This is an optimization exercise on Yosys and OpenROAD, whose aim is small area, not a production implementation.
The RTL was checked by simulation tests, not by an equivalence proof against the original design.
Power is estimated from default activity; no workload was simulated. No driver is modelled on the clock port, so clocking that relies on it looks cheaper here than on a real chip.

===== design/flow/flow/run.sh =====
#!/bin/bash
# The standard layout (standard.sh, unchanged synthesis and steps), with two
# arguments of its own: ports are buffered with the smallest buffer, and the
# clock tree is built from larger sink clusters without dummy balancing loads.
# The whole make output goes to layout.log in the work folder; ORFS keeps each
# step's log under orfs/logs/.
set -euo pipefail
cd "$(dirname "$0")/.."
export BUFFER_PORTS_ARGS="-buffer_cell sky130_fd_sc_hd__buf_1"
export CTS_ARGS="-sink_clustering_enable -repair_clock_nets -sink_clustering_size 32 -sink_clustering_max_diameter 100 -dont_use_dummy_load"
status=0
bash standard.sh > layout.log 2>&1 || status=$?
tail -n 20 layout.log
exit $status

===== design/flow/standard.sh =====
#!/bin/bash
# synth_recipe.tcl (not shown) runs the flow's synth.tcl, then flattens the netlist and writes it again
# the make line also repeats each setting of config.mk as NAME=value (left out here)
make -C /OpenROAD-flow-scripts/flow DESIGN_CONFIG=/design/flow/config.mk WORK_HOME=/design/flow/orfs CLKGATE_MAP_FILE= SYNTH_SCRIPT=/design/flow/synth_recipe.tcl "${@:-finish}"

===== design/flow/config.mk =====
export PLATFORM = sky130hd
export DESIGN_NAME = cameraFilterTop
export DESIGN_NICKNAME = cameraFilterTop
export VERILOG_FILES = /design/flow/design.v
export SDC_FILE = /design/flow/constraint.sdc
export NUM_CORES = 4
export LEC_CHECK = 0
export CAP_MARGIN = 20
export CORE_MARGIN = 2
export CORE_UTILIZATION = 40
export CTS_CLUSTER_DIAMETER = 90
export CTS_CLUSTER_SIZE = 30
export SLEW_MARGIN = 20
export SYNTH_HIERARCHICAL = 1
export SYNTH_MINIMUM_KEEP_SIZE = 0

===== design/flow/constraint.sdc =====
create_clock -name core_clock -period 10.0 [get_ports {D5M_PIXLCLK}]
set_input_delay 2.0000 -clock core_clock [delete_from_list [all_inputs] [get_ports {D5M_PIXLCLK}]]
set_output_delay 2.0000 -clock core_clock [all_outputs]
set_load 0.01 [all_outputs]

===== design/flow/design.v =====
package sensorPkg;
  typedef logic [11:0] rawPixel;
  typedef logic [15:0] pixelCoord;
  typedef logic [31:0] frameCount;
  localparam int rawLineLength = 64;
  localparam int grayLineLength = rawLineLength / 2;
endpackage
package filterPkg;
  localparam int grayBits = 12;
  typedef logic [grayBits-1:0] grayPixel;
  typedef logic [107:0] grayWindow;
  localparam grayPixel grayMax = 12'hfff;
  localparam int gaussShift = 4;
  typedef enum logic [2:0] {
    viewGray,
    viewGauss,
    viewVertEdge,
    viewHorizEdge,
    viewBothEdge,
    viewLaplace
  } viewMode;
endpackage
`timescale 1ns/1ps
module frameCapture (
  input  logic                 D5M_PIXLCLK,
  input  logic                 rstN,
  input  logic                 frameValid,
  input  logic                 lineValid,
  input  logic                 captureStart,
  input  logic                 captureEnd,
  output logic                 sampleValid,
  output logic                 colOdd,
  output logic                 quadDone,
  output logic                 gaussWin,
  output logic                 edgeWin,
  output sensorPkg::frameCount frameTotal,
  output logic                 capturing
);
  logic       fvalReg;
  logic       lvalReg;
  logic       startReg;
  logic       endReg;
  logic       fvalPrev;
  logic       lvalPrev;
  logic       startPending;
  logic       endPending;
  logic       rowOdd;
  logic [2:0] colHalf;
  logic [2:0] rowHalf;
  logic       frameRise;
  logic       frameFall;
  logic       lineFall;
  sensorPkg::frameCount frameNext;
  always_comb
  begin
    logic c;
    c = frameFall && capturing;
    for (int i = 0; i < 32; i++)
    begin
      frameNext[i] = frameTotal[i] ^ c;
      c = frameTotal[i] & c;
    end
  end
  assign frameRise   = fvalReg && !fvalPrev;
  assign frameFall   = !fvalReg && fvalPrev;
  assign lineFall    = !lvalReg && lvalPrev;
  assign sampleValid = fvalReg && lvalReg;
  assign quadDone = capturing && sampleValid && rowOdd && colOdd;
  assign gaussWin = quadDone && (colHalf[2] || colHalf[1]) && (rowHalf[2] || rowHalf[1]);
  assign edgeWin  = quadDone && colHalf[2] && rowHalf[2];
  always_ff @(posedge D5M_PIXLCLK or negedge rstN)
  begin
    if (!rstN)
    begin
      fvalReg      <= 1'b0;
      lvalReg      <= 1'b0;
      startReg     <= 1'b0;
      endReg       <= 1'b0;
      fvalPrev     <= 1'b0;
      lvalPrev     <= 1'b0;
      startPending <= 1'b0;
      endPending   <= 1'b0;
      capturing    <= 1'b0;
      frameTotal   <= '0;
    end
    else
    begin
      fvalReg  <= frameValid;
      lvalReg  <= lineValid;
      startReg <= captureStart;
      endReg   <= captureEnd;
      fvalPrev <= fvalReg;
      lvalPrev <= lvalReg;
      startPending <= startReg || (startPending && !frameRise);
      endPending   <= endReg || (endPending && !frameFall);
      if (frameRise && startPending)
        capturing <= 1'b1;
      else if (frameFall && endPending)
        capturing <= 1'b0;
      frameTotal <= frameNext;
    end
  end
  always_ff @(posedge D5M_PIXLCLK)
  begin
    if (!fvalReg)
    begin
      colOdd  <= 1'b0;
      colHalf <= '0;
      rowOdd  <= 1'b0;
      rowHalf <= '0;
    end
    else if (sampleValid)
    begin
      colOdd <= !colOdd;
      if (colOdd && !colHalf[2])
        colHalf <= colHalf + 1'b1;
    end
    else if (lineFall)
    begin
      colOdd  <= 1'b0;
      colHalf <= '0;
      rowOdd  <= !rowOdd;
      if (rowOdd && !rowHalf[2])
        rowHalf <= rowHalf + 1'b1;
    end
  end
endmodule
`timescale 1ns/1ps
module bayerGray (
  input  logic                 D5M_PIXLCLK,
  input  sensorPkg::rawPixel   sensorData,
  input  logic                 pairDone,
  output filterPkg::grayPixel  grayOut
);
  localparam int pairs = sensorPkg::grayLineLength;
  sensorPkg::rawPixel dataReg;
  sensorPkg::rawPixel prevSample;
  logic [12:0]        pairMem [pairs];
  logic [12:0]        pairSum;
  logic [13:0]        quadSum;
  always_comb
  begin
    logic c;
    c = 1'b0;
    for (int i = 0; i < 12; i++)
    begin
      pairSum[i] = prevSample[i] ^ dataReg[i] ^ c;
      c = (prevSample[i] & dataReg[i]) | (prevSample[i] & c) | (dataReg[i] & c);
    end
    pairSum[12] = c;
    c = 1'b0;
    for (int i = 0; i < 13; i++)
    begin
      quadSum[i] = pairMem[pairs - 1][i] ^ pairSum[i] ^ c;
      c = (pairMem[pairs - 1][i] & pairSum[i]) | (pairMem[pairs - 1][i] & c) | (pairSum[i] & c);
    end
    quadSum[13] = c;
  end
  assign grayOut = quadSum[13:2];
  always_ff @(posedge D5M_PIXLCLK)
  begin
    dataReg    <= sensorData;
    prevSample <= dataReg;
    if (pairDone)
    begin
      pairMem[0] <= pairSum;
      for (int i = 1; i < pairs; i++)
        pairMem[i] <= pairMem[i - 1];
    end
  end
endmodule
`timescale 1ns/1ps
module windowBuffer #(
  parameter int lineLength = sensorPkg::grayLineLength
) (
  input  logic                 D5M_PIXLCLK,
  input  filterPkg::grayPixel  pixelIn,
  input  logic                 pixelValid,
  output filterPkg::grayWindow window
);
  localparam int depth = 2 * lineLength + 3;
  filterPkg::grayPixel taps [depth];
  assign window = {taps[2 * lineLength + 2], taps[2 * lineLength + 1], taps[2 * lineLength],
                   taps[lineLength + 2],     taps[lineLength + 1],     taps[lineLength],
                   taps[2],                  taps[1],                  taps[0]};
  always_ff @(posedge D5M_PIXLCLK)
  begin
    if (pixelValid)
    begin
      taps[0] <= pixelIn;
      for (int i = 1; i < depth; i++)
        taps[i] <= taps[i - 1];
    end
  end
endmodule
`timescale 1ns/1ps
module gaussianBlur (
  input  filterPkg::grayWindow window,
  output filterPkg::grayPixel  gaussSum
);
  logic [11:0] px [9];
  always_comb
  begin
    for (int i = 0; i < 9; i++)
      px[i] = window[(8 - i) * filterPkg::grayBits +: filterPkg::grayBits];
  end
  logic g0, g1, g2, g3, g4, g5, g6, g7;
  logic g8, g9, g10, g11, g12, g13, g14, g15;
  logic g16, g17, g18, g19, g20, g21, g22, g23;
  logic g24, g25, g26, g27, g28, g29, g30, g31;
  logic g32, g33, g34, g35, g36, g37, g38, g39;
  logic g40, g41, g42, g43, g44, g45, g46, g47;
  logic g48, g49, g50, g51, g52, g53, g54, g55;
  logic g56, g57, g58, g59, g60, g61, g62, g63;
  logic g64, g65, g66, g67, g68, g69, g70, g71;
  logic g72, g73, g74, g75, g76, g77, g78, g79;
  logic g80, g81, g82, g83, g84, g85, g86, g87;
  logic g88, g89, g90, g91, g92, g93, g94, g95;
  logic g96, g97, g98, g99, g100, g101, g102, g103;
  logic g104, g105, g106, g107, g108, g109, g110, g111;
  logic g112, g113, g114, g115, g116, g117, g118, g119;
  logic g120, g121, g122, g123, g124, g125, g126, g127;
  logic g128, g129, g130, g131, g132, g133, g134, g135;
  logic g136, g137, g138, g139, g140, g141, g142, g143;
  logic g144, g145, g146, g147, g148, g149, g150, g151;
  logic g152, g153, g154, g155, g156, g157, g158, g159;
  logic g160, g161, g162, g163, g164, g165, g166, g167;
  logic g168, g169, g170, g171, g172, g173, g174, g175;
  logic g176, g177, g178, g179, g180, g181, g182, g183;
  logic g184, g185, g186, g187, g188, g189;
  fullAdd g0_fa (.a(px[0][1]), .b(px[2][1]), .c(px[6][1]), .s(g0), .co(g1));
  fullAdd g2_fa (.a(px[0][2]), .b(px[2][2]), .c(px[6][2]), .s(g2), .co(g3));
  fullAdd g4_fa (.a(px[8][2]), .b(px[1][1]), .c(px[3][1]), .s(g4), .co(g5));
  fullAdd g6_fa (.a(px[0][3]), .b(px[2][3]), .c(px[6][3]), .s(g6), .co(g7));
  fullAdd g8_fa (.a(px[8][3]), .b(px[1][2]), .c(px[3][2]), .s(g8), .co(g9));
  halfAdd g10_ha (.a(px[5][2]), .b(px[7][2]), .s(g10), .co(g11));
  fullAdd g12_fa (.a(px[0][4]), .b(px[2][4]), .c(px[6][4]), .s(g12), .co(g13));
  fullAdd g14_fa (.a(px[8][4]), .b(px[1][3]), .c(px[3][3]), .s(g14), .co(g15));
  fullAdd g16_fa (.a(px[5][3]), .b(px[7][3]), .c(px[4][2]), .s(g16), .co(g17));
  fullAdd g18_fa (.a(px[0][5]), .b(px[2][5]), .c(px[6][5]), .s(g18), .co(g19));
  fullAdd g20_fa (.a(px[8][5]), .b(px[1][4]), .c(px[3][4]), .s(g20), .co(g21));
  fullAdd g22_fa (.a(px[5][4]), .b(px[7][4]), .c(px[4][3]), .s(g22), .co(g23));
  fullAdd g24_fa (.a(px[0][6]), .b(px[2][6]), .c(px[6][6]), .s(g24), .co(g25));
  fullAdd g26_fa (.a(px[8][6]), .b(px[1][5]), .c(px[3][5]), .s(g26), .co(g27));
  fullAdd g28_fa (.a(px[5][5]), .b(px[7][5]), .c(px[4][4]), .s(g28), .co(g29));
  fullAdd g30_fa (.a(px[0][7]), .b(px[2][7]), .c(px[6][7]), .s(g30), .co(g31));
  fullAdd g32_fa (.a(px[8][7]), .b(px[1][6]), .c(px[3][6]), .s(g32), .co(g33));
  fullAdd g34_fa (.a(px[5][6]), .b(px[7][6]), .c(px[4][5]), .s(g34), .co(g35));
  fullAdd g36_fa (.a(px[0][8]), .b(px[2][8]), .c(px[6][8]), .s(g36), .co(g37));
  fullAdd g38_fa (.a(px[8][8]), .b(px[1][7]), .c(px[3][7]), .s(g38), .co(g39));
  fullAdd g40_fa (.a(px[5][7]), .b(px[7][7]), .c(px[4][6]), .s(g40), .co(g41));
  fullAdd g42_fa (.a(px[0][9]), .b(px[2][9]), .c(px[6][9]), .s(g42), .co(g43));
  fullAdd g44_fa (.a(px[8][9]), .b(px[1][8]), .c(px[3][8]), .s(g44), .co(g45));
  fullAdd g46_fa (.a(px[5][8]), .b(px[7][8]), .c(px[4][7]), .s(g46), .co(g47));
  fullAdd g48_fa (.a(px[0][10]), .b(px[2][10]), .c(px[6][10]), .s(g48), .co(g49));
  fullAdd g50_fa (.a(px[8][10]), .b(px[1][9]), .c(px[3][9]), .s(g50), .co(g51));
  fullAdd g52_fa (.a(px[5][9]), .b(px[7][9]), .c(px[4][8]), .s(g52), .co(g53));
  fullAdd g54_fa (.a(px[0][11]), .b(px[2][11]), .c(px[6][11]), .s(g54), .co(g55));
  fullAdd g56_fa (.a(px[8][11]), .b(px[1][10]), .c(px[3][10]), .s(g56), .co(g57));
  fullAdd g58_fa (.a(px[5][10]), .b(px[7][10]), .c(px[4][9]), .s(g58), .co(g59));
  fullAdd g60_fa (.a(px[1][11]), .b(px[3][11]), .c(px[5][11]), .s(g60), .co(g61));
  fullAdd g62_fa (.a(px[8][1]), .b(px[1][0]), .c(px[3][0]), .s(g62), .co(g63));
  fullAdd g64_fa (.a(px[5][1]), .b(px[7][1]), .c(px[4][0]), .s(g64), .co(g65));
  halfAdd g66_ha (.a(g1), .b(g2), .s(g66), .co(g67));
  fullAdd g68_fa (.a(px[4][1]), .b(g3), .c(g5), .s(g68), .co(g69));
  fullAdd g70_fa (.a(g6), .b(g8), .c(g10), .s(g70), .co(g71));
  fullAdd g72_fa (.a(g7), .b(g9), .c(g11), .s(g72), .co(g73));
  fullAdd g74_fa (.a(g12), .b(g14), .c(g16), .s(g74), .co(g75));
  fullAdd g76_fa (.a(g13), .b(g15), .c(g17), .s(g76), .co(g77));
  fullAdd g78_fa (.a(g18), .b(g20), .c(g22), .s(g78), .co(g79));
  fullAdd g80_fa (.a(g19), .b(g21), .c(g23), .s(g80), .co(g81));
  fullAdd g82_fa (.a(g24), .b(g26), .c(g28), .s(g82), .co(g83));
  fullAdd g84_fa (.a(g25), .b(g27), .c(g29), .s(g84), .co(g85));
  fullAdd g86_fa (.a(g30), .b(g32), .c(g34), .s(g86), .co(g87));
  fullAdd g88_fa (.a(g31), .b(g33), .c(g35), .s(g88), .co(g89));
  fullAdd g90_fa (.a(g36), .b(g38), .c(g40), .s(g90), .co(g91));
  fullAdd g92_fa (.a(g37), .b(g39), .c(g41), .s(g92), .co(g93));
  fullAdd g94_fa (.a(g42), .b(g44), .c(g46), .s(g94), .co(g95));
  fullAdd g96_fa (.a(g43), .b(g45), .c(g47), .s(g96), .co(g97));
  fullAdd g98_fa (.a(g48), .b(g50), .c(g52), .s(g98), .co(g99));
  fullAdd g100_fa (.a(g49), .b(g51), .c(g53), .s(g100), .co(g101));
  fullAdd g102_fa (.a(g54), .b(g56), .c(g58), .s(g102), .co(g103));
  fullAdd g104_fa (.a(px[7][11]), .b(px[4][10]), .c(g55), .s(g104), .co(g105));
  fullAdd g106_fa (.a(g57), .b(g59), .c(g60), .s(g106), .co(g107));
  halfAdd g108_ha (.a(px[0][0]), .b(px[2][0]), .s(g108), .co(g109));
  fullAdd g110_fa (.a(px[5][0]), .b(px[7][0]), .c(g0), .s(g110), .co(g111));
  fullAdd g112_fa (.a(g4), .b(g63), .c(g64), .s(g112), .co(g113));
  fullAdd g114_fa (.a(g65), .b(g67), .c(g68), .s(g114), .co(g115));
  fullAdd g116_fa (.a(g69), .b(g71), .c(g72), .s(g116), .co(g117));
  fullAdd g118_fa (.a(g73), .b(g75), .c(g76), .s(g118), .co(g119));
  fullAdd g120_fa (.a(g77), .b(g79), .c(g80), .s(g120), .co(g121));
  fullAdd g122_fa (.a(g81), .b(g83), .c(g84), .s(g122), .co(g123));
  fullAdd g124_fa (.a(g85), .b(g87), .c(g88), .s(g124), .co(g125));
  fullAdd g126_fa (.a(g89), .b(g91), .c(g92), .s(g126), .co(g127));
  fullAdd g128_fa (.a(g93), .b(g95), .c(g96), .s(g128), .co(g129));
  fullAdd g130_fa (.a(g97), .b(g99), .c(g100), .s(g130), .co(g131));
  fullAdd g132_fa (.a(g101), .b(g103), .c(g104), .s(g132), .co(g133));
  fullAdd g134_fa (.a(px[4][11]), .b(g61), .c(g105), .s(g134), .co(g135));
  halfAdd g136_ha (.a(px[6][0]), .b(px[8][0]), .s(g136), .co(g137));
  fullAdd g138_fa (.a(g62), .b(g109), .c(g110), .s(g138), .co(g139));
  fullAdd g140_fa (.a(g66), .b(g111), .c(g112), .s(g140), .co(g141));
  fullAdd g142_fa (.a(g70), .b(g113), .c(g114), .s(g142), .co(g143));
  fullAdd g144_fa (.a(g74), .b(g115), .c(g116), .s(g144), .co(g145));
  fullAdd g146_fa (.a(g78), .b(g117), .c(g118), .s(g146), .co(g147));
  fullAdd g148_fa (.a(g82), .b(g119), .c(g120), .s(g148), .co(g149));
  fullAdd g150_fa (.a(g86), .b(g121), .c(g122), .s(g150), .co(g151));
  fullAdd g152_fa (.a(g90), .b(g123), .c(g124), .s(g152), .co(g153));
  fullAdd g154_fa (.a(g94), .b(g125), .c(g126), .s(g154), .co(g155));
  fullAdd g156_fa (.a(g98), .b(g127), .c(g128), .s(g156), .co(g157));
  fullAdd g158_fa (.a(g102), .b(g129), .c(g130), .s(g158), .co(g159));
  fullAdd g160_fa (.a(g106), .b(g131), .c(g132), .s(g160), .co(g161));
  fullAdd g162_fa (.a(g107), .b(g133), .c(g134), .s(g162), .co(g163));
  assign g164 = g108 & g136;
  assign g165 = (g137 & g138) | (g137 & g164) | (g138 & g164);
  assign g166 = (g139 & g140) | (g139 & g165) | (g140 & g165);
  assign g167 = (g141 & g142) | (g141 & g166) | (g142 & g166);
  fullAdd g168_fa (.a(g143), .b(g144), .c(g167), .s(g168), .co(g169));
  fullAdd g170_fa (.a(g145), .b(g146), .c(g169), .s(g170), .co(g171));
  fullAdd g172_fa (.a(g147), .b(g148), .c(g171), .s(g172), .co(g173));
  fullAdd g174_fa (.a(g149), .b(g150), .c(g173), .s(g174), .co(g175));
  fullAdd g176_fa (.a(g151), .b(g152), .c(g175), .s(g176), .co(g177));
  fullAdd g178_fa (.a(g153), .b(g154), .c(g177), .s(g178), .co(g179));
  fullAdd g180_fa (.a(g155), .b(g156), .c(g179), .s(g180), .co(g181));
  fullAdd g182_fa (.a(g157), .b(g158), .c(g181), .s(g182), .co(g183));
  fullAdd g184_fa (.a(g159), .b(g160), .c(g183), .s(g184), .co(g185));
  fullAdd g186_fa (.a(g161), .b(g162), .c(g185), .s(g186), .co(g187));
  fullAdd g188_fa (.a(g135), .b(g163), .c(g187), .s(g188), .co(g189));
  assign gaussSum[0] = g168;
  assign gaussSum[1] = g170;
  assign gaussSum[2] = g172;
  assign gaussSum[3] = g174;
  assign gaussSum[4] = g176;
  assign gaussSum[5] = g178;
  assign gaussSum[6] = g180;
  assign gaussSum[7] = g182;
  assign gaussSum[8] = g184;
  assign gaussSum[9] = g186;
  assign gaussSum[10] = g188;
  assign gaussSum[11] = g189;
endmodule
`timescale 1ns/1ps
module fullAdd (
  input  logic a,
  input  logic b,
  input  logic c,
  output logic s,
  output logic co
);
  assign s  = a ^ b ^ c;
  assign co = (a & b) | (a & c) | (b & c);
endmodule
module halfAdd (
  input  logic a,
  input  logic b,
  output logic s,
  output logic co
);
  assign s  = a ^ b;
  assign co = a & b;
endmodule
module edgeLaplace (
  input  filterPkg::grayWindow window,
  output filterPkg::grayPixel  vertEdge,
  output filterPkg::grayPixel  horizEdge,
  output filterPkg::grayPixel  laplace
);
  logic [11:0] px [9];
  logic [14:0] vertSum;
  logic [14:0] horizSum;
  logic [15:0] lapNeg;
  function automatic logic [11:0] clampMag(input logic [15:0] value, input int width);
    logic neg;
    logic anyLow;
    logic big;
    neg = value[width - 1];
    anyLow = 1'b0;
    for (int i = 0; i < 12; i++)
    begin
      clampMag[i] = value[i] ^ (neg & anyLow);
      anyLow = anyLow | value[i];
    end
    big = 1'b0;
    for (int i = 12; i < width - 1; i++)
      big = big | (value[i] ^ neg);
    if (neg && !anyLow)
      big = 1'b1;
    if (big)
      clampMag = 12'hfff;
  endfunction
  always_comb
  begin
    for (int i = 0; i < 9; i++)
      px[i] = window[(8 - i) * filterPkg::grayBits +: filterPkg::grayBits];
  end
  logic e0, e1, e2, e3, e4, e5, e6, e7;
  logic e8, e9, e10, e11, e12, e13, e14, e15;
  logic e16, e17, e18, e19, e20, e21, e22, e23;
  logic e24, e25, e26, e27, e28, e29, e30, e31;
  logic e32, e33, e34, e35, e36, e37, e38, e39;
  logic e40, e41, e42, e43, e44, e45, e46, e47;
  logic e48, e49, e50, e51, e52, e53, e54, e55;
  logic e56, e57, e58, e59, e60, e61, e62, e63;
  logic e64, e65, e66, e67, e68, e69, e70, e71;
  logic e72, e73, e74, e75, e76, e77, e78, e79;
  logic e80, e81, e82, e83, e84, e85, e86, e87;
  logic e88, e89, e90, e91, e92, e93, e94, e95;
  logic e96, e97, e98, e99, e100, e101, e102, e103;
  logic e104, e105, e106, e107, e108, e109, e110, e111;
  logic e112, e113, e114, e115, e116, e117, e118, e119;
  logic e120, e121, e122, e123, e124, e125, e126, e127;
  logic e128, e129, e130, e131, e132, e133, e134, e135;
  logic e136, e137, e138, e139, e140, e141, e142, e143;
  logic e144, e145, e146, e147, e148, e149, e150, e151;
  logic e152, e153, e154, e155, e156, e157, e158, e159;
  logic e160, e161, e162, e163, e164, e165, e166, e167;
  logic e168, e169, e170, e171, e172, e173, e174, e175;
  logic e176, e177, e178, e179, e180, e181, e182, e183;
  logic e184, e185, e186, e187, e188, e189, e190, e191;
  logic e192, e193, e194, e195, e196, e197, e198, e199;
  logic e200, e201, e202, e203, e204, e205, e206, e207;
  logic e208, e209, e210, e211, e212, e213, e214, e215;
  logic e216, e217, e218, e219, e220, e221, e222, e223;
  logic e224, e225, e226, e227, e228, e229, e230, e231;
  logic e232, e233, e234, e235, e236, e237, e238, e239;
  logic e240, e241, e242, e243, e244, e245, e246, e247;
  logic e248, e249, e250, e251, e252, e253, e254, e255;
  logic e256, e257, e258, e259, e260, e261, e262, e263;
  logic e264, e265, e266, e267, e268, e269, e270, e271;
  logic e272, e273, e274, e275, e276, e277, e278, e279;
  logic e280, e281, e282, e283, e284, e285, e286, e287;
  logic e288, e289, e290, e291, e292, e293, e294, e295;
  logic e296, e297, e298, e299, e300, e301, e302, e303;
  logic e304, e305, e306, e307, e308, e309, e310, e311;
  logic e312, e313, e314, e315, e316, e317, e318, e319;
  logic e320, e321, e322, e323, e324, e325, e326, e327;
  logic e328, e329, e330, e331, e332, e333, e334, e335;
  logic e336, e337, e338, e339, e340, e341, e342, e343;
  logic e344, e345, e346, e347, e348, e349, e350, e351;
  logic e352, e353, e354, e355, e356, e357, e358, e359;
  logic e360, e361, e362, e363, e364, e365, e366, e367;
  logic e368, e369, e370, e371, e372, e373, e374, e375;
  logic e376, e377, e378, e379, e380, e381, e382, e383;
  logic e384, e385, e386, e387, e388, e389, e390, e391;
  logic e392, e393, e394, e395, e396, e397, e398, e399;
  logic e400, e401, e402, e403, e404, e405, e406, e407;
  logic e408, e409, e410, e411, e412, e413, e414, e415;
  logic e416, e417, e418, e419, e420, e421, e422, e423;
  logic e424, e425, e426, e427, e428, e429, e430, e431;
  logic e432, e433, e434, e435, e436, e437, e438, e439;
  logic e440, e441, e442, e443, e444, e445, e446, e447;
  logic e448, e449, e450, e451, e452, e453, e454, e455;
  logic e456, e457, e458, e459, e460, e461, e462, e463;
  logic e464;
  assign e0 = px[8][0] ^ px[0][0];
  assign e1 = px[8][0] | ~px[0][0];
  fullAdd e2_fa (.a(px[8][1]), .b(~px[0][1]), .c(e1), .s(e2), .co(e3));
  fullAdd e4_fa (.a(px[8][2]), .b(~px[0][2]), .c(e3), .s(e4), .co(e5));
  fullAdd e6_fa (.a(px[8][3]), .b(~px[0][3]), .c(e5), .s(e6), .co(e7));
  fullAdd e8_fa (.a(px[8][4]), .b(~px[0][4]), .c(e7), .s(e8), .co(e9));
  fullAdd e10_fa (.a(px[8][5]), .b(~px[0][5]), .c(e9), .s(e10), .co(e11));
  fullAdd e12_fa (.a(px[8][6]), .b(~px[0][6]), .c(e11), .s(e12), .co(e13));
  fullAdd e14_fa (.a(px[8][7]), .b(~px[0][7]), .c(e13), .s(e14), .co(e15));
  fullAdd e16_fa (.a(px[8][8]), .b(~px[0][8]), .c(e15), .s(e16), .co(e17));
  fullAdd e18_fa (.a(px[8][9]), .b(~px[0][9]), .c(e17), .s(e18), .co(e19));
  fullAdd e20_fa (.a(px[8][10]), .b(~px[0][10]), .c(e19), .s(e20), .co(e21));
  fullAdd e22_fa (.a(px[8][11]), .b(~px[0][11]), .c(e21), .s(e22), .co(e23));
  assign e24 = px[2][0] ^ px[6][0];
  assign e25 = px[2][0] | ~px[6][0];
  fullAdd e26_fa (.a(px[2][1]), .b(~px[6][1]), .c(e25), .s(e26), .co(e27));
  fullAdd e28_fa (.a(px[2][2]), .b(~px[6][2]), .c(e27), .s(e28), .co(e29));
  fullAdd e30_fa (.a(px[2][3]), .b(~px[6][3]), .c(e29), .s(e30), .co(e31));
  fullAdd e32_fa (.a(px[2][4]), .b(~px[6][4]), .c(e31), .s(e32), .co(e33));
  fullAdd e34_fa (.a(px[2][5]), .b(~px[6][5]), .c(e33), .s(e34), .co(e35));
  fullAdd e36_fa (.a(px[2][6]), .b(~px[6][6]), .c(e35), .s(e36), .co(e37));
  fullAdd e38_fa (.a(px[2][7]), .b(~px[6][7]), .c(e37), .s(e38), .co(e39));
  fullAdd e40_fa (.a(px[2][8]), .b(~px[6][8]), .c(e39), .s(e40), .co(e41));
  fullAdd e42_fa (.a(px[2][9]), .b(~px[6][9]), .c(e41), .s(e42), .co(e43));
  fullAdd e44_fa (.a(px[2][10]), .b(~px[6][10]), .c(e43), .s(e44), .co(e45));
  fullAdd e46_fa (.a(px[2][11]), .b(~px[6][11]), .c(e45), .s(e46), .co(e47));
  assign e48 = px[5][0] ^ px[3][0];
  assign e49 = px[5][0] | ~px[3][0];
  fullAdd e50_fa (.a(px[5][1]), .b(~px[3][1]), .c(e49), .s(e50), .co(e51));
  fullAdd e52_fa (.a(px[5][2]), .b(~px[3][2]), .c(e51), .s(e52), .co(e53));
  fullAdd e54_fa (.a(px[5][3]), .b(~px[3][3]), .c(e53), .s(e54), .co(e55));
  fullAdd e56_fa (.a(px[5][4]), .b(~px[3][4]), .c(e55), .s(e56), .co(e57));
  fullAdd e58_fa (.a(px[5][5]), .b(~px[3][5]), .c(e57), .s(e58), .co(e59));
  fullAdd e60_fa (.a(px[5][6]), .b(~px[3][6]), .c(e59), .s(e60), .co(e61));
  fullAdd e62_fa (.a(px[5][7]), .b(~px[3][7]), .c(e61), .s(e62), .co(e63));
  fullAdd e64_fa (.a(px[5][8]), .b(~px[3][8]), .c(e63), .s(e64), .co(e65));
  fullAdd e66_fa (.a(px[5][9]), .b(~px[3][9]), .c(e65), .s(e66), .co(e67));
  fullAdd e68_fa (.a(px[5][10]), .b(~px[3][10]), .c(e67), .s(e68), .co(e69));
  fullAdd e70_fa (.a(px[5][11]), .b(~px[3][11]), .c(e69), .s(e70), .co(e71));
  assign e72 = px[7][0] ^ px[1][0];
  assign e73 = px[7][0] | ~px[1][0];
  fullAdd e74_fa (.a(px[7][1]), .b(~px[1][1]), .c(e73), .s(e74), .co(e75));
  fullAdd e76_fa (.a(px[7][2]), .b(~px[1][2]), .c(e75), .s(e76), .co(e77));
  fullAdd e78_fa (.a(px[7][3]), .b(~px[1][3]), .c(e77), .s(e78), .co(e79));
  fullAdd e80_fa (.a(px[7][4]), .b(~px[1][4]), .c(e79), .s(e80), .co(e81));
  fullAdd e82_fa (.a(px[7][5]), .b(~px[1][5]), .c(e81), .s(e82), .co(e83));
  fullAdd e84_fa (.a(px[7][6]), .b(~px[1][6]), .c(e83), .s(e84), .co(e85));
  fullAdd e86_fa (.a(px[7][7]), .b(~px[1][7]), .c(e85), .s(e86), .co(e87));
  fullAdd e88_fa (.a(px[7][8]), .b(~px[1][8]), .c(e87), .s(e88), .co(e89));
  fullAdd e90_fa (.a(px[7][9]), .b(~px[1][9]), .c(e89), .s(e90), .co(e91));
  fullAdd e92_fa (.a(px[7][10]), .b(~px[1][10]), .c(e91), .s(e92), .co(e93));
  fullAdd e94_fa (.a(px[7][11]), .b(~px[1][11]), .c(e93), .s(e94), .co(e95));
  halfAdd e96_ha (.a(e2), .b(e26), .s(e96), .co(e97));
  fullAdd e98_fa (.a(e4), .b(e28), .c(e50), .s(e98), .co(e99));
  fullAdd e100_fa (.a(e6), .b(e30), .c(e52), .s(e100), .co(e101));
  fullAdd e102_fa (.a(e8), .b(e32), .c(e54), .s(e102), .co(e103));
  fullAdd e104_fa (.a(e10), .b(e34), .c(e56), .s(e104), .co(e105));
  fullAdd e106_fa (.a(e12), .b(e36), .c(e58), .s(e106), .co(e107));
  fullAdd e108_fa (.a(e14), .b(e38), .c(e60), .s(e108), .co(e109));
  fullAdd e110_fa (.a(e16), .b(e40), .c(e62), .s(e110), .co(e111));
  fullAdd e112_fa (.a(e18), .b(e42), .c(e64), .s(e112), .co(e113));
  fullAdd e114_fa (.a(e20), .b(e44), .c(e66), .s(e114), .co(e115));
  fullAdd e116_fa (.a(e22), .b(e46), .c(e68), .s(e116), .co(e117));
  fullAdd e118_fa (.a(e23), .b(e47), .c(e70), .s(e118), .co(e119));
  halfAdd e120_ha (.a(e0), .b(e24), .s(e120), .co(e121));
  fullAdd e122_fa (.a(e48), .b(e96), .c(e121), .s(e122), .co(e123));
  fullAdd e124_fa (.a(e97), .b(e98), .c(e123), .s(e124), .co(e125));
  fullAdd e126_fa (.a(e99), .b(e100), .c(e125), .s(e126), .co(e127));
  fullAdd e128_fa (.a(e101), .b(e102), .c(e127), .s(e128), .co(e129));
  fullAdd e130_fa (.a(e103), .b(e104), .c(e129), .s(e130), .co(e131));
  fullAdd e132_fa (.a(e105), .b(e106), .c(e131), .s(e132), .co(e133));
  fullAdd e134_fa (.a(e107), .b(e108), .c(e133), .s(e134), .co(e135));
  fullAdd e136_fa (.a(e109), .b(e110), .c(e135), .s(e136), .co(e137));
  fullAdd e138_fa (.a(e111), .b(e112), .c(e137), .s(e138), .co(e139));
  fullAdd e140_fa (.a(e113), .b(e114), .c(e139), .s(e140), .co(e141));
  fullAdd e142_fa (.a(e115), .b(e116), .c(e141), .s(e142), .co(e143));
  fullAdd e144_fa (.a(e117), .b(e118), .c(e143), .s(e144), .co(e145));
  fullAdd e146_fa (.a(e71), .b(e119), .c(e145), .s(e146), .co(e147));
  halfAdd e148_ha (.a(e2), .b(~e26), .s(e148), .co(e149));
  halfAdd e150_ha (.a(e4), .b(~e28), .s(e150), .co(e151));
  halfAdd e152_ha (.a(e6), .b(~e30), .s(e152), .co(e153));
  halfAdd e154_ha (.a(e8), .b(~e32), .s(e154), .co(e155));
  halfAdd e156_ha (.a(e10), .b(~e34), .s(e156), .co(e157));
  halfAdd e158_ha (.a(e12), .b(~e36), .s(e158), .co(e159));
  halfAdd e160_ha (.a(e14), .b(~e38), .s(e160), .co(e161));
  halfAdd e162_ha (.a(e16), .b(~e40), .s(e162), .co(e163));
  halfAdd e164_ha (.a(e18), .b(~e42), .s(e164), .co(e165));
  halfAdd e166_ha (.a(e20), .b(~e44), .s(e166), .co(e167));
  halfAdd e168_ha (.a(e22), .b(~e46), .s(e168), .co(e169));
  halfAdd e170_ha (.a(e23), .b(~e47), .s(e170), .co(e171));
  halfAdd e172_ha (.a(e72), .b(e0), .s(e172), .co(e173));
  fullAdd e174_fa (.a(e74), .b(e149), .c(e150), .s(e174), .co(e175));
  fullAdd e176_fa (.a(e76), .b(e151), .c(e152), .s(e176), .co(e177));
  fullAdd e178_fa (.a(e78), .b(e153), .c(e154), .s(e178), .co(e179));
  fullAdd e180_fa (.a(e80), .b(e155), .c(e156), .s(e180), .co(e181));
  fullAdd e182_fa (.a(e82), .b(e157), .c(e158), .s(e182), .co(e183));
  fullAdd e184_fa (.a(e84), .b(e159), .c(e160), .s(e184), .co(e185));
  fullAdd e186_fa (.a(e86), .b(e161), .c(e162), .s(e186), .co(e187));
  fullAdd e188_fa (.a(e88), .b(e163), .c(e164), .s(e188), .co(e189));
  fullAdd e190_fa (.a(e90), .b(e165), .c(e166), .s(e190), .co(e191));
  fullAdd e192_fa (.a(e92), .b(e167), .c(e168), .s(e192), .co(e193));
  fullAdd e194_fa (.a(e94), .b(e169), .c(e170), .s(e194), .co(e195));
  fullAdd e196_fa (.a(1'b1), .b(~e95), .c(e171), .s(e196), .co(e197));
  halfAdd e198_ha (.a(e95), .b(~1'b1), .s(e198), .co(e199));
  halfAdd e200_ha (.a(~e24), .b(~e0), .s(e200), .co(e201));
  fullAdd e202_fa (.a(e148), .b(e172), .c(e201), .s(e202), .co(e203));
  fullAdd e204_fa (.a(e173), .b(e174), .c(e203), .s(e204), .co(e205));
  fullAdd e206_fa (.a(e175), .b(e176), .c(e205), .s(e206), .co(e207));
  fullAdd e208_fa (.a(e177), .b(e178), .c(e207), .s(e208), .co(e209));
  fullAdd e210_fa (.a(e179), .b(e180), .c(e209), .s(e210), .co(e211));
  fullAdd e212_fa (.a(e181), .b(e182), .c(e211), .s(e212), .co(e213));
  fullAdd e214_fa (.a(e183), .b(e184), .c(e213), .s(e214), .co(e215));
  fullAdd e216_fa (.a(e185), .b(e186), .c(e215), .s(e216), .co(e217));
  fullAdd e218_fa (.a(e187), .b(e188), .c(e217), .s(e218), .co(e219));
  fullAdd e220_fa (.a(e189), .b(e190), .c(e219), .s(e220), .co(e221));
  fullAdd e222_fa (.a(e191), .b(e192), .c(e221), .s(e222), .co(e223));
  fullAdd e224_fa (.a(e193), .b(e194), .c(e223), .s(e224), .co(e225));
  fullAdd e226_fa (.a(e195), .b(e196), .c(e225), .s(e226), .co(e227));
  fullAdd e228_fa (.a(e197), .b(e198), .c(e227), .s(e228), .co(e229));
  halfAdd e230_ha (.a(px[0][4]), .b(px[1][4]), .s(e230), .co(e231));
  halfAdd e232_ha (.a(px[0][5]), .b(px[1][5]), .s(e232), .co(e233));
  halfAdd e234_ha (.a(px[0][6]), .b(px[1][6]), .s(e234), .co(e235));
  halfAdd e236_ha (.a(px[0][7]), .b(px[1][7]), .s(e236), .co(e237));
  halfAdd e238_ha (.a(px[0][8]), .b(px[1][8]), .s(e238), .co(e239));
  halfAdd e240_ha (.a(px[0][9]), .b(px[1][9]), .s(e240), .co(e241));
  halfAdd e242_ha (.a(px[0][10]), .b(px[1][10]), .s(e242), .co(e243));
  halfAdd e244_ha (.a(px[0][11]), .b(px[1][11]), .s(e244), .co(e245));
  fullAdd e246_fa (.a(px[0][0]), .b(px[1][0]), .c(px[2][0]), .s(e246), .co(e247));
  fullAdd e248_fa (.a(px[0][1]), .b(px[1][1]), .c(px[2][1]), .s(e248), .co(e249));
  halfAdd e250_ha (.a(px[3][1]), .b(px[5][1]), .s(e250), .co(e251));
  fullAdd e252_fa (.a(px[0][2]), .b(px[1][2]), .c(px[2][2]), .s(e252), .co(e253));
  fullAdd e254_fa (.a(px[3][2]), .b(px[5][2]), .c(px[6][2]), .s(e254), .co(e255));
  fullAdd e256_fa (.a(px[1][3]), .b(px[2][3]), .c(px[3][3]), .s(e256), .co(e257));
  fullAdd e258_fa (.a(px[5][3]), .b(px[6][3]), .c(px[7][3]), .s(e258), .co(e259));
  halfAdd e260_ha (.a(px[8][3]), .b(~px[4][0]), .s(e260), .co(e261));
  fullAdd e262_fa (.a(px[2][4]), .b(px[3][4]), .c(px[5][4]), .s(e262), .co(e263));
  fullAdd e264_fa (.a(px[6][4]), .b(px[7][4]), .c(px[8][4]), .s(e264), .co(e265));
  fullAdd e266_fa (.a(~px[4][1]), .b(px[0][3]), .c(e230), .s(e266), .co(e267));
  fullAdd e268_fa (.a(px[2][5]), .b(px[3][5]), .c(px[5][5]), .s(e268), .co(e269));
  fullAdd e270_fa (.a(px[6][5]), .b(px[7][5]), .c(px[8][5]), .s(e270), .co(e271));
  fullAdd e272_fa (.a(~px[4][2]), .b(e231), .c(e232), .s(e272), .co(e273));
  fullAdd e274_fa (.a(px[2][6]), .b(px[3][6]), .c(px[5][6]), .s(e274), .co(e275));
  fullAdd e276_fa (.a(px[6][6]), .b(px[7][6]), .c(px[8][6]), .s(e276), .co(e277));
  fullAdd e278_fa (.a(~px[4][3]), .b(e233), .c(e234), .s(e278), .co(e279));
  fullAdd e280_fa (.a(px[2][7]), .b(px[3][7]), .c(px[5][7]), .s(e280), .co(e281));
  fullAdd e282_fa (.a(px[6][7]), .b(px[7][7]), .c(px[8][7]), .s(e282), .co(e283));
  fullAdd e284_fa (.a(~px[4][4]), .b(e235), .c(e236), .s(e284), .co(e285));
  fullAdd e286_fa (.a(px[2][8]), .b(px[3][8]), .c(px[5][8]), .s(e286), .co(e287));
  fullAdd e288_fa (.a(px[6][8]), .b(px[7][8]), .c(px[8][8]), .s(e288), .co(e289));
  fullAdd e290_fa (.a(~px[4][5]), .b(e237), .c(e238), .s(e290), .co(e291));
  fullAdd e292_fa (.a(px[2][9]), .b(px[3][9]), .c(px[5][9]), .s(e292), .co(e293));
  fullAdd e294_fa (.a(px[6][9]), .b(px[7][9]), .c(px[8][9]), .s(e294), .co(e295));
  fullAdd e296_fa (.a(~px[4][6]), .b(e239), .c(e240), .s(e296), .co(e297));
  fullAdd e298_fa (.a(px[2][10]), .b(px[3][10]), .c(px[5][10]), .s(e298), .co(e299));
  fullAdd e300_fa (.a(px[6][10]), .b(px[7][10]), .c(px[8][10]), .s(e300), .co(e301));
  fullAdd e302_fa (.a(~px[4][7]), .b(e241), .c(e242), .s(e302), .co(e303));
  fullAdd e304_fa (.a(px[2][11]), .b(px[3][11]), .c(px[5][11]), .s(e304), .co(e305));
  fullAdd e306_fa (.a(px[6][11]), .b(px[7][11]), .c(px[8][11]), .s(e306), .co(e307));
  fullAdd e308_fa (.a(~px[4][8]), .b(e243), .c(e244), .s(e308), .co(e309));
  fullAdd e310_fa (.a(px[3][0]), .b(px[5][0]), .c(px[6][0]), .s(e310), .co(e311));
  fullAdd e312_fa (.a(px[6][1]), .b(px[7][1]), .c(px[8][1]), .s(e312), .co(e313));
  halfAdd e314_ha (.a(e247), .b(e248), .s(e314), .co(e315));
  fullAdd e316_fa (.a(px[7][2]), .b(px[8][2]), .c(e249), .s(e316), .co(e317));
  fullAdd e318_fa (.a(e251), .b(e252), .c(e254), .s(e318), .co(e319));
  fullAdd e320_fa (.a(~px[0][3]), .b(e253), .c(e255), .s(e320), .co(e321));
  fullAdd e322_fa (.a(e256), .b(e258), .c(e260), .s(e322), .co(e323));
  fullAdd e324_fa (.a(e257), .b(e259), .c(e261), .s(e324), .co(e325));
  fullAdd e326_fa (.a(e262), .b(e264), .c(e266), .s(e326), .co(e327));
  fullAdd e328_fa (.a(e263), .b(e265), .c(e267), .s(e328), .co(e329));
  fullAdd e330_fa (.a(e268), .b(e270), .c(e272), .s(e330), .co(e331));
  fullAdd e332_fa (.a(e269), .b(e271), .c(e273), .s(e332), .co(e333));
  fullAdd e334_fa (.a(e274), .b(e276), .c(e278), .s(e334), .co(e335));
  fullAdd e336_fa (.a(e275), .b(e277), .c(e279), .s(e336), .co(e337));
  fullAdd e338_fa (.a(e280), .b(e282), .c(e284), .s(e338), .co(e339));
  fullAdd e340_fa (.a(e281), .b(e283), .c(e285), .s(e340), .co(e341));
  fullAdd e342_fa (.a(e286), .b(e288), .c(e290), .s(e342), .co(e343));
  fullAdd e344_fa (.a(e287), .b(e289), .c(e291), .s(e344), .co(e345));
  fullAdd e346_fa (.a(e292), .b(e294), .c(e296), .s(e346), .co(e347));
  fullAdd e348_fa (.a(e293), .b(e295), .c(e297), .s(e348), .co(e349));
  fullAdd e350_fa (.a(e298), .b(e300), .c(e302), .s(e350), .co(e351));
  fullAdd e352_fa (.a(e299), .b(e301), .c(e303), .s(e352), .co(e353));
  fullAdd e354_fa (.a(e304), .b(e306), .c(e308), .s(e354), .co(e355));
  fullAdd e356_fa (.a(~px[4][9]), .b(e245), .c(e305), .s(e356), .co(e357));
  halfAdd e358_ha (.a(e307), .b(e309), .s(e358), .co(e359));
  halfAdd e360_ha (.a(px[7][0]), .b(px[8][0]), .s(e360), .co(e361));
  fullAdd e362_fa (.a(e250), .b(e311), .c(e312), .s(e362), .co(e363));
  fullAdd e364_fa (.a(e313), .b(e315), .c(e316), .s(e364), .co(e365));
  fullAdd e366_fa (.a(e317), .b(e319), .c(e320), .s(e366), .co(e367));
  fullAdd e368_fa (.a(e321), .b(e323), .c(e324), .s(e368), .co(e369));
  fullAdd e370_fa (.a(e325), .b(e327), .c(e328), .s(e370), .co(e371));
  fullAdd e372_fa (.a(e329), .b(e331), .c(e332), .s(e372), .co(e373));
  fullAdd e374_fa (.a(e333), .b(e335), .c(e336), .s(e374), .co(e375));
  fullAdd e376_fa (.a(e337), .b(e339), .c(e340), .s(e376), .co(e377));
  fullAdd e378_fa (.a(e341), .b(e343), .c(e344), .s(e378), .co(e379));
  fullAdd e380_fa (.a(e345), .b(e347), .c(e348), .s(e380), .co(e381));
  fullAdd e382_fa (.a(e349), .b(e351), .c(e352), .s(e382), .co(e383));
  fullAdd e384_fa (.a(e353), .b(e355), .c(e356), .s(e384), .co(e385));
  halfAdd e386_ha (.a(~px[4][10]), .b(e357), .s(e386), .co(e387));
  halfAdd e388_ha (.a(e246), .b(e310), .s(e388), .co(e389));
  fullAdd e390_fa (.a(e314), .b(e361), .c(e362), .s(e390), .co(e391));
  fullAdd e392_fa (.a(e318), .b(e363), .c(e364), .s(e392), .co(e393));
  fullAdd e394_fa (.a(e322), .b(e365), .c(e366), .s(e394), .co(e395));
  fullAdd e396_fa (.a(e326), .b(e367), .c(e368), .s(e396), .co(e397));
  fullAdd e398_fa (.a(e330), .b(e369), .c(e370), .s(e398), .co(e399));
  fullAdd e400_fa (.a(e334), .b(e371), .c(e372), .s(e400), .co(e401));
  fullAdd e402_fa (.a(e338), .b(e373), .c(e374), .s(e402), .co(e403));
  fullAdd e404_fa (.a(e342), .b(e375), .c(e376), .s(e404), .co(e405));
  fullAdd e406_fa (.a(e346), .b(e377), .c(e378), .s(e406), .co(e407));
  fullAdd e408_fa (.a(e350), .b(e379), .c(e380), .s(e408), .co(e409));
  fullAdd e410_fa (.a(e354), .b(e381), .c(e382), .s(e410), .co(e411));
  fullAdd e412_fa (.a(e358), .b(e383), .c(e384), .s(e412), .co(e413));
  fullAdd e414_fa (.a(e359), .b(e385), .c(e386), .s(e414), .co(e415));
  halfAdd e416_ha (.a(~px[4][11]), .b(e387), .s(e416), .co(e417));
  halfAdd e418_ha (.a(e360), .b(e388), .s(e418), .co(e419));
  fullAdd e420_fa (.a(e389), .b(e390), .c(e419), .s(e420), .co(e421));
  fullAdd e422_fa (.a(e391), .b(e392), .c(e421), .s(e422), .co(e423));
  fullAdd e424_fa (.a(e393), .b(e394), .c(e423), .s(e424), .co(e425));
  fullAdd e426_fa (.a(e395), .b(e396), .c(e425), .s(e426), .co(e427));
  fullAdd e428_fa (.a(e397), .b(e398), .c(e427), .s(e428), .co(e429));
  fullAdd e430_fa (.a(e399), .b(e400), .c(e429), .s(e430), .co(e431));
  fullAdd e432_fa (.a(e401), .b(e402), .c(e431), .s(e432), .co(e433));
  halfAdd e434_ha (.a(e403), .b(e404), .s(e434), .co(e435));
  fullAdd e436_fa (.a(e405), .b(e406), .c(e435), .s(e436), .co(e437));
  fullAdd e438_fa (.a(e407), .b(e408), .c(e437), .s(e438), .co(e439));
  fullAdd e440_fa (.a(e409), .b(e410), .c(e439), .s(e440), .co(e441));
  fullAdd e442_fa (.a(e411), .b(e412), .c(e441), .s(e442), .co(e443));
  fullAdd e444_fa (.a(e413), .b(e414), .c(e443), .s(e444), .co(e445));
  fullAdd e446_fa (.a(e415), .b(e416), .c(e445), .s(e446), .co(e447));
  assign e448 = ~(e417 ^ e447);
  assign e449 = e417 | e447;
  assign e450 = e434 ^ e433;
  assign e451 = e436 ^ (e433 & e434);
  assign e452 = e434 & e436;
  assign e453 = e438 ^ (e433 & e452);
  assign e454 = e452 & e438;
  assign e455 = e440 ^ (e433 & e454);
  assign e456 = e454 & e440;
  assign e457 = e442 ^ (e433 & e456);
  assign e458 = e456 & e442;
  assign e459 = e444 ^ (e433 & e458);
  assign e460 = e458 & e444;
  assign e461 = e446 ^ (e433 & e460);
  assign e462 = e460 & e446;
  assign e463 = e448 ^ (e433 & e462);
  assign e464 = e462 & e448;
  assign vertSum[0] = e120;
  assign vertSum[1] = e122;
  assign vertSum[2] = e124;
  assign vertSum[3] = e126;
  assign vertSum[4] = e128;
  assign vertSum[5] = e130;
  assign vertSum[6] = e132;
  assign vertSum[7] = e134;
  assign vertSum[8] = e136;
  assign vertSum[9] = e138;
  assign vertSum[10] = e140;
  assign vertSum[11] = e142;
  assign vertSum[12] = e144;
  assign vertSum[13] = e146;
  assign vertSum[14] = ~e147;
  assign horizSum[0] = e200;
  assign horizSum[1] = e202;
  assign horizSum[2] = e204;
  assign horizSum[3] = e206;
  assign horizSum[4] = e208;
  assign horizSum[5] = e210;
  assign horizSum[6] = e212;
  assign horizSum[7] = e214;
  assign horizSum[8] = e216;
  assign horizSum[9] = e218;
  assign horizSum[10] = e220;
  assign horizSum[11] = e222;
  assign horizSum[12] = e224;
  assign horizSum[13] = e226;
  assign horizSum[14] = e228;
  assign lapNeg[0] = e418;
  assign lapNeg[1] = e420;
  assign lapNeg[2] = e422;
  assign lapNeg[3] = e424;
  assign lapNeg[4] = e426;
  assign lapNeg[5] = e428;
  assign lapNeg[6] = e430;
  assign lapNeg[7] = e432;
  assign lapNeg[8] = e450;
  assign lapNeg[9] = e451;
  assign lapNeg[10] = e453;
  assign lapNeg[11] = e455;
  assign lapNeg[12] = e457;
  assign lapNeg[13] = e459;
  assign lapNeg[14] = e461;
  assign lapNeg[15] = e463;
  assign vertEdge  = clampMag(16'(vertSum), 15);
  assign horizEdge = clampMag(16'(horizSum), 15);
  assign laplace   = clampMag(lapNeg, 16);
endmodule
`timescale 1ns/1ps
module cameraFilterTop (
  input  logic                 D5M_PIXLCLK,
  input  logic                 rstN,
  input  sensorPkg::rawPixel   sensorData,
  input  logic                 frameValid,
  input  logic                 lineValid,
  input  logic                 captureStart,
  input  logic                 captureEnd,
  input  logic [2:0]           mode,
  output filterPkg::grayPixel  viewPixel,
  output logic                 viewValid,
  output sensorPkg::frameCount frameTotal,
  output logic                 capturing
);
  logic                 sampleValid;
  logic                 colOdd;
  logic                 quadDone;
  logic                 gaussWin;
  logic                 edgeWin;
  filterPkg::grayPixel  grayOut;
  filterPkg::grayWindow gaussWindow;
  filterPkg::grayPixel  gaussSum;
  filterPkg::grayPixel  gaussOut;
  filterPkg::grayWindow edgeWindow;
  filterPkg::grayPixel  vertEdge;
  filterPkg::grayPixel  horizEdge;
  filterPkg::grayPixel  laplace;
  filterPkg::grayPixel  selPixel;
  logic                 selValid;
  logic [1:0]           pixelCode [2];
  logic [1:0]           gaussPipe [2];
  logic [1:0]           edgePipe;
  logic                 grayValid;
  logic                 gaussValid;
  logic                 edgeValid;
  assign grayValid  = pixelCode[1][1] || pixelCode[1][0];
  assign gaussValid = gaussPipe[1][1];
  assign edgeValid  = edgePipe[1];
  frameCapture capture (
    .D5M_PIXLCLK(D5M_PIXLCLK), .rstN(rstN),
    .frameValid(frameValid), .lineValid(lineValid),
    .captureStart(captureStart), .captureEnd(captureEnd),
    .sampleValid(sampleValid), .colOdd(colOdd), .quadDone(quadDone),
    .gaussWin(gaussWin), .edgeWin(edgeWin),
    .frameTotal(frameTotal), .capturing(capturing)
  );
  bayerGray gray (
    .D5M_PIXLCLK(D5M_PIXLCLK), .sensorData(sensorData),
    .pairDone(sampleValid && colOdd), .grayOut(grayOut)
  );
  windowBuffer #(.lineLength(sensorPkg::grayLineLength)) gaussLines (
    .D5M_PIXLCLK(D5M_PIXLCLK), .pixelIn(grayOut), .pixelValid(quadDone),
    .window(gaussWindow)
  );
  gaussianBlur gauss (.window(gaussWindow), .gaussSum(gaussSum));
  windowBuffer #(.lineLength(sensorPkg::grayLineLength - 2)) edgeLines (
    .D5M_PIXLCLK(D5M_PIXLCLK), .pixelIn(gaussOut), .pixelValid(gaussValid),
    .window(edgeWindow)
  );
  edgeLaplace edges (
    .window(edgeWindow), .vertEdge(vertEdge), .horizEdge(horizEdge),
    .laplace(laplace)
  );
  always_ff @(posedge D5M_PIXLCLK)
  begin
    if (grayValid)
      gaussOut <= gaussSum;
  end
  always_ff @(posedge D5M_PIXLCLK or negedge rstN)
  begin
    if (!rstN)
    begin
      pixelCode[0] <= '0;
      pixelCode[1] <= '0;
      gaussPipe[0] <= '0;
      gaussPipe[1] <= '0;
      edgePipe     <= '0;
    end
    else
    begin
      pixelCode[0] <= {gaussWin, quadDone && (edgeWin || !gaussWin)};
      pixelCode[1] <= pixelCode[0];
      gaussPipe[0] <= {pixelCode[1][1], pixelCode[1][1] && pixelCode[1][0]};
      gaussPipe[1] <= gaussPipe[0];
      edgePipe     <= {edgePipe[0], gaussPipe[1][0]};
    end
  end
  always_comb
  begin
    selPixel = '0;
    selValid = 1'b0;
    case (mode)
      3'd0:
      begin
        selPixel = gaussWindow[11:0];
        selValid = grayValid;
      end
      3'd1:
      begin
        selPixel = gaussOut;
        selValid = gaussValid;
      end
      3'd2:
      begin
        selPixel = vertEdge;
        selValid = edgeValid;
      end
      3'd3:
      begin
        selPixel = horizEdge;
        selValid = edgeValid;
      end
      3'd4:
      begin
        selPixel = vertEdge | horizEdge;
        selValid = edgeValid;
      end
      3'd5:
      begin
        selPixel = laplace;
        selValid = edgeValid;
      end
      default:
      begin
        selPixel = '0;
        selValid = 1'b0;
      end
    endcase
  end
  always_ff @(posedge D5M_PIXLCLK)
  begin
    viewPixel <= selPixel;
  end
  always_ff @(posedge D5M_PIXLCLK or negedge rstN)
  begin
    if (!rstN)
      viewValid <= 1'b0;
    else
      viewValid <= selValid;
  end
endmodule

==> impl_metrics.toml <==
[placed_design]
post_placement_cell_count = 5305
dpl_worst_slack_ns = 0.440
detailedPlacementHpwl_um = 55100
io_buffer_count = 66
dpl-instance-area_mm2 = 0.0746
gp_congestion = 0.802

[die]
dieHeight_um = 426
die_ar_mm2 = 0.182
floorplan.die.width_um = 426
floorplan.rows = 155
ios = 67
core_mm2 = 0.178
effective_utilization_at_floorplan_pct = 40.1

[synthesis]
count_of_warnings_emitted_by_yosys = 22
ys.flop_type = "edfxtp_1"
synth.ff_latch_count = 2084
synth_common_cells = "edfxtp_1, fa_1, inv_1"
postSynth.asyncResetShare_pct = 2.50
synthDistinctLibCells = 64
synthesis.area_per_instance_um2 = 24.6
syn_nets = 3294
synthDominantCellAreaShare_pct = 83.7
synth.most_common_cell = "edfxtp_1"
netlist_area_mm2 = 0.0714
synth_largest_area_cell = "edfxtp_1"
post_synth_inst_count = 2899
edff_count_synth = 1988
seq_area_frac_synth_pct = 86.7
ys_top_cells_by_area = "edfxtp_1, fa_1, dfrtp_1"

[final_layout]
n_fill_cell = 14900
post-route-cell-area_mm2 = 0.0766
share_of_post_route_cells_with_drive_strength_above_1_pct = 4.06
layout.nets = 3427
areaGrowthSynthToFinish_pct = 7.32
final_util_pct = 43.1
post_layout_nonfiller_instances = 5388

[job]
drv.max_cap_violation_count = 0

[sta]
setup_ws_ns = 0.640
setup_viol = 0
timing.slew.headroom_pct = 29.1
final.period_utilization_pct = 93.6
max_freq_mhz = 107
worst_clock_skew_ns = 0.109
grt_setup_unrepaired = "false"
max_slew.worst_pin.slew_ns = 1.06
totalNegativeSetupSlack_ns = 0
hold_viol = 0
maxSlewViolCount = 0
fin_crit_ns = 9.36

[route]
route.antenna.remaining_nets = 0
drt-total-wl_um = 93300
average_wire_per_cell_in_the_routed_design_um = 17.3
drtIter0Drc = 2438
routed-via-count = 24800
viasPerCell = 4.61
route.detailed.drc = 0
drt-pass1-iter-count = 5

[clocking]
tritoncts = "yes"
ctsHtreeMaxLevel = 3
postCtsSetupRepairBufs = 0
clock_transition_at_path_regs_ns = 0.11
holdBufCountCts = 0
clock_path_buffers = 3
worstSkewPairLatency_ns = 0.73
cts_root_buffer = "clkbuf_16"
clock-sinks = 2084
cts_buffer_count = 78
post_cts.resized_instances = 0

[setup_path]
critical-path-top-cell-by-count = "fa_1"
timing.critical_path.arrival_ns = 9.94
r2r_cells = 28
r2r_setup_slack_ns = 0.64
worstSetupPathType = "reg2reg"
critical_path.startpoint_type = "register"
endpoint_of_the_most_critical_register_to_register_path = "viewPixel[6]"
critical-path-slowest-cell = "fa_1"
critPathMaxFanout = 12
critical_path.endpoint_type = "register"
regToRegStartpoint = "edgeLines.taps[60][0]"
cp.required_ns = 10.58
cp_slowest_stage_delay_ns = 0.54

[global_routing]
grt_pass1_wl_um = 145000
grt_antenna_before_repair = 3
grt_start_max_net_pins = 222
overflow = 0
grtUsageTotal_pct = 10.3
grt_pass1_vias = 24600

[status]
status = "complete, no violations"

[power]
power.leakage_nw = 22.6
power.ir.vdd_worst_uv = 174
power-per-cell-area_mw_per_mm2 = 175

[hold_path]
worst_hold_path_type = "reg2reg"
holdPathStages = 0
min_to = "gaussPipe[1][1]"
hold_start = "gaussPipe[0][1]"
-- critical path, delay by kind of cell (launching register included) --
family / cells / cell delay [ns]
mux: 1 / 0.16
simple gates: 1 / 0.26
fa+ha+maj: 18 / 7.18
flops: 1 / 0.45
compound gates: 5 / 1.01
buf+inv: 3 / 0.18
-- routing by layer --
metal	share of wire, %	vias up	global-route usage (%)
li1	-	11300	-
met1	51	13100	16.4
met2	43	298	14.5
met3	3.4	115	1.93
met4	2.2	0	2.66
met5	0	-	0
-- flip-flops by register name, indices dropped and copies added, names as in the netlist, 2 cells and up --
name                count
capture.colHalf         3
capture.frameTotal     32
capture.rowHalf         3
edgeLines.taps        756
edgePipe                2
gaussLines.taps       804
gaussOut               12
gaussPipe               4
gray.dataReg           12
gray.pairMem          416
gray.prevSample        12
pixelCode               4
viewPixel              12
-- per-module statistics from Yosys, one instance, submodules excluded, excerpt --
module,cells inside,times used,flops+latches,area (um2)
edgeLaplace,272,1,0,1490
bayerGray,466,1,440,13400
frameCapture,126,1,49,1860
gaussianBlur,21,1,0,146
fullAdd,1,274,0,20.0
cameraFilterTop,141,1,35,1600
halfAdd,1,39,0,12.5
-- report_power, final --
part	internal (mW)	total, mW	switching [mW]
Sequential	9.49	9.51	0.0238
Combinational	0.0548	0.166	0.111
Clock	1.41	3.72	2.31
-- cell families after synthesis --
kind of cell | share of synthesized area [%]
compound gates | 1.17
xor+xnor | 0.221
buf+inv | 0.805
fa+ha+maj | 9.67
other cells | 0.0105
mux | 0.380
flops | 86.7
simple gates | 1.03
-- final cells by class --
cell class	count	area (um2)	area share, %
Sequential cell	2084	61900	80.8
Multi-Input combinational cell	692	8920	11.7
Tap cell	2355	2950	3.85
Clock buffer	78	1950	2.55
Timing Repair Buffer	87	536	0.699
Inverter	89	334	0.436
Antenna cell	3	7.51	0.00980
-- how the worst max path moves through the flow --
stage / startpoint / to
after floorplan: capture.fvalReg / pixelCode[0][0]
after global placement: edgeLines.taps[60][0] / viewPixel[6]
after detailed placement: edgeLines.taps[60][0] / viewPixel[6]
after CTS: edgeLines.taps[60][0] / viewPixel[6]
after global routing: edgeLines.taps[60][0] / viewPixel[6]
final: edgeLines.taps[60][0] / viewPixel[6]
-- metrics by stage --
step	hold slack (ns)	total power, mW
finish	0.361	13.4
global placement	0.332	9.88
CTS	0.367	13.6
detailed placement	0.336	9.88
floorplan	0.331	9.82
global route	0.367	13.9
-- layout by cell type (no fill, tap or decap), types with 6 or more instances in the layout --
| cell type | n |
|---|---|
| ha_1 | 78 |
| nand3_1 | 6 |
| dfxtp_1 | 44 |
| xor2_1 | 13 |
| edfxtp_1 | 1988 |
| nand2_1 | 38 |
| o31ai_1 | 6 |
| nor2_1 | 30 |
| o22ai_1 | 14 |
| a21o_1 | 13 |
| nor4_1 | 6 |
| a31oi_1 | 6 |
| inv_1 | 89 |
| clkbuf_16 | 78 |
| mux2i_1 | 26 |
| buf_1 | 64 |
| dfrtp_1 | 50 |
| o21ai_1 | 7 |
| nand2b_1 | 7 |
| buf_12 | 7 |
| nor3_1 | 7 |
| fa_1 | 296 |
| buf_4 | 12 |
| o21ai_0 | 47 |
| a21oi_1 | 13 |

## port drivers added, routing unchanged
The results above use ideal ports. As a check the final layout listed here was re-extracted and re-timed, cells and wires unchanged.
Step 1 assumes that a clkbuf_16 drives the clock port and a buf_2 every other input.
Step 2 times the ports against the registers' clock, not the clock port: input delays grow and output delays shrink by t, the midpoint of the rising clock arrivals with the driver on.
a / b / c = ideal / step 1 / step 2; a / b = the first two.
t, ns: 0.759
setup WS [ns]: 0.640 / 0.640 / 0.640
worst register clock-pin slew, ns: 0.12 / 0.12
After both steps this run still meets setup and hold. The setup slack of this run moves by 0.000 ns with the drivers and by 0.000 ns with both steps.
